Background: an optimization exercise with open tools, aiming at small area, a short achievable clock period and few clock cycles per item. Do not read the settings as production practice. Only simulation tests tie the RTL to the original design; equivalence was not proved.

## md_iter_unit
module md_iter_unit #(
  parameter int unsigned WIDTH = 32
) (
  input  logic             clk,
  input  logic             rst_n,
  input  logic             start,
  input  logic [2:0]       funct3,
  input  logic [WIDTH-1:0] op1,
  input  logic [WIDTH-1:0] op2,
  input  logic             flush,
  output logic             busy,
  output logic             done,
  output logic [WIDTH-1:0] result,
  output logic             zero
);
  typedef enum logic [2:0] {
    StIdle = 3'd0,
    StPrep = 3'd1,
    StMul  = 3'd2,
    StDiv  = 3'd3,
    StFix  = 3'd4,
    StDone = 3'd5,
    StMfix = 3'd6
  } state_e;
  state_e      state_q, state_d;
  logic [31:0] xr_q, xr_d;       
  logic [35:0] yr_q, yr_d;       
  logic [63:0] acc_q, acc_d;     
  logic [2:0]  f_q, f_d;         
  logic [5:0]  cnt_q, cnt_d;     
  logic        sx_q, sx_d;       
  logic        sy_q, sy_d;       
  logic [5:0]  wx_q, wx_d;       
  logic [5:0]  wy_q, wy_d;
  logic        mx_q, mx_d;       
  logic        my_q, my_d;
  logic [3:0]  nst_q, nst_d;     
  logic        xs_q, xs_d;       
  logic        fix_q, fix_d;     
  logic [5:0]  bc_q, bc_d;       
  logic [1:0]  rsel_q, rsel_d;   
  logic [1:0]  kq_q, kq_d;       
  logic mfix_done;
  logic ready;
  logic accept;
  assign mfix_done = (state_q == StMfix) && (kq_q == 2'b00);
  assign ready     = (state_q == StIdle) || (state_q == StDone) || mfix_done;
  assign accept    = start && !flush && ready;
  function automatic logic [5:0] width32(input logic [31:0] v);
    logic [5:0] w;
    w = 6'd0;
    for (int i = 0; i < 32; i++) begin
      if (v[i]) w = 6'(i + 1);
    end
    width32 = w;
  endfunction
  function automatic logic ones_then_zeros(input logic [31:0] v);
    logic ok;
    ok = 1'b1;
    for (int i = 1; i < 32; i++) begin
      if (!v[i] && v[i-1]) ok = 1'b0;
    end
    ones_then_zeros = ok;
  endfunction
  logic        sx_in, sy_in;
  logic [5:0]  wx_in, wy_in;
  logic [31:0] vx_in, vy_in;    
  logic [32:0] sfx_x, sfx_y;    
  logic        swap_in;
  logic [8:0]  ohx, ohy;        
  logic [3:0]  jx, jy;
  logic [36:0] extx, exty;
  logic [4:0]  winx, winy;
  always_comb begin
    if (!funct3[2]) begin
      sx_in = (funct3[1:0] != 2'b11) && op1[31];
      sy_in = !funct3[1] && op2[31];
  ...
Size: roughly 3000 cells after synthesis, about 180 flip-flops, about 110 I/O pins, ~22000 um2 of cells after synthesis.
export LEC_CHECK = 0
export CAP_MARGIN = 5
export CORE_MARGIN = 2
export CORE_UTILIZATION = 40
export PLACE_DENSITY = 0.6
export SLEW_MARGIN = 5
create_clock -name core_clock -period 10.5 [get_ports {clk}]
standard.sh (not shown) runs the stock make flow with config.mk's settings and CLKGATE_MAP_FILE= SYNTH_SCRIPT=/design/flow/synth_recipe.tcl, a recipe that flattens the netlist after the stock synthesis.
==> flow/flow/run.sh <==
#!/bin/bash
# Standard ORFS layout with two changes in how it is made (clock, constraints and steps stay
# the design's): port buffers use buf_2 rather than the cell buffer_ports picks by default,
# and repair_timing is asked to leave the setup margin in flow/margin.txt.
set -euo pipefail
MARGIN=$(cat flow/margin.txt)
bash standard.sh SETUP_SLACK_MARGIN=$MARGIN \
  "BUFFER_PORTS_ARGS=-buffer_cell sky130_fd_sc_hd__buf_2" finish > flow_standard.log 2>&1
==> flow/flow/margin.txt <==
5.75
Testbench counts at the start, summed over its fixed seeds: cycles 147,735, items 24,000.
Next try:
- CAP_MARGIN: 5 -> 10
- SLEW_MARGIN: 5 -> 10
The changed run completed without violations.
Clock skew does not change.
Design area does not change.
Critical path depth stays the same.
First-iteration DRC count does not change.
Final cell count stays the same.
Next try:
==> flow/flow/margin.txt (replaced) <==
6.0
Outcome:
- design area went up by 7.5%
- clock skew went down by 11 ps
- routed wire length went up by 3.0%
- maximum frequency went up by 2.2%

========
md_iter_unit, a different RTL version from the one above (not shown whole).
Size in the first run: roughly 3,000 cells after synthesis, roughly 170 flip-flops, roughly 110 I/O pins, about 22,000 um^2 of cells after synthesis.
clock: 10.5 ns
lec_check: 0
cap_margin: 10
core_margin: 2
core_utilization: 40
cts_buf_list: sky130_fd_sc_hd__clkbuf_4 sky130_fd_sc_hd__clkbuf_8
cts_cluster_size: 30
place_density: 0.6
slew_margin: 10
==> flow/flow/margin.txt <==
5.5
Scripts as last shown in full above: flow/flow/run.sh
Testbench counts at the start, summed over its fixed seeds: cycles 160,991, items 24,000.
Then changed:
==> flow/flow/run.sh (replaced) <==
#!/bin/bash
# Standard ORFS layout, with repair_timing asked to leave more setup slack than config.mk
# settings allow (the clock and all constraints stay the design's).
set -euo pipefail
MARGIN=$(cat flow/margin.txt)
bash standard.sh SETUP_SLACK_MARGIN=$MARGIN finish > flow_standard.log 2>&1
--- a/flow/config.mk
+++ b/flow/config.mk
@@ -8 +8 @@
-export CAP_MARGIN = 10
+export CAP_MARGIN = 20
@@ -11,2 +10,0 @@
-export CTS_BUF_LIST = sky130_fd_sc_hd__clkbuf_4 sky130_fd_sc_hd__clkbuf_8
-export CTS_CLUSTER_SIZE = 30
@@ -14 +12 @@
-export SLEW_MARGIN = 10
+export SLEW_MARGIN = 20
=> Global-route usage rises by 0.71 points; via count rises by 1.2%; first-iteration DRC count rises by 11%; core utilization rises by 1.2 points; cell area rises by 2.6%.

-- afterwards: timing with drivers on the ports --
The results above use ideal ports. As a check the final layouts listed here were re-extracted and re-timed, cells and wires unchanged.
Step 1: set_driving_cell puts a clkbuf_16 on clk and a buf_2 on each other input, an assumption about the parent block.
Step 2 moves the port delays by t, midway between the first and last clock arrival at a register: inputs arrive t later, outputs are due t later. That takes back most of the time a late clock gives input paths.
a / b / c = ideal ports / drivers / drivers and shift; a / b = the first two.
| run | shift t [ns] | setup WS [ns] | clock arrival spread, ns |
|---|---|---|---|
| the first run of note 1 | 0.593 | 5.736 / 5.675 / 5.263 | 0.024 / 0.023 |
| the second run of note 1 | 0.593 | 5.736 / 5.675 / 5.263 | 0.024 / 0.023 |
| the third run of note 1 | 0.565 | 5.837 / 5.776 / 5.314 | 0.014 / 0.014 |
| the first run of note 2 | 0.665 | 5.662 / 5.604 / 5.701 | 0.022 / 0.023 |
| the second run of note 2 | 0.570 | 5.447 / 5.388 / 5.406 | 0.020 / 0.020 |
After both steps every run listed still meets setup and hold. For the third run of note 1, which loses most, drivers alone change the setup slack by -0.061 ns; drivers and shift together by -0.523 ns.
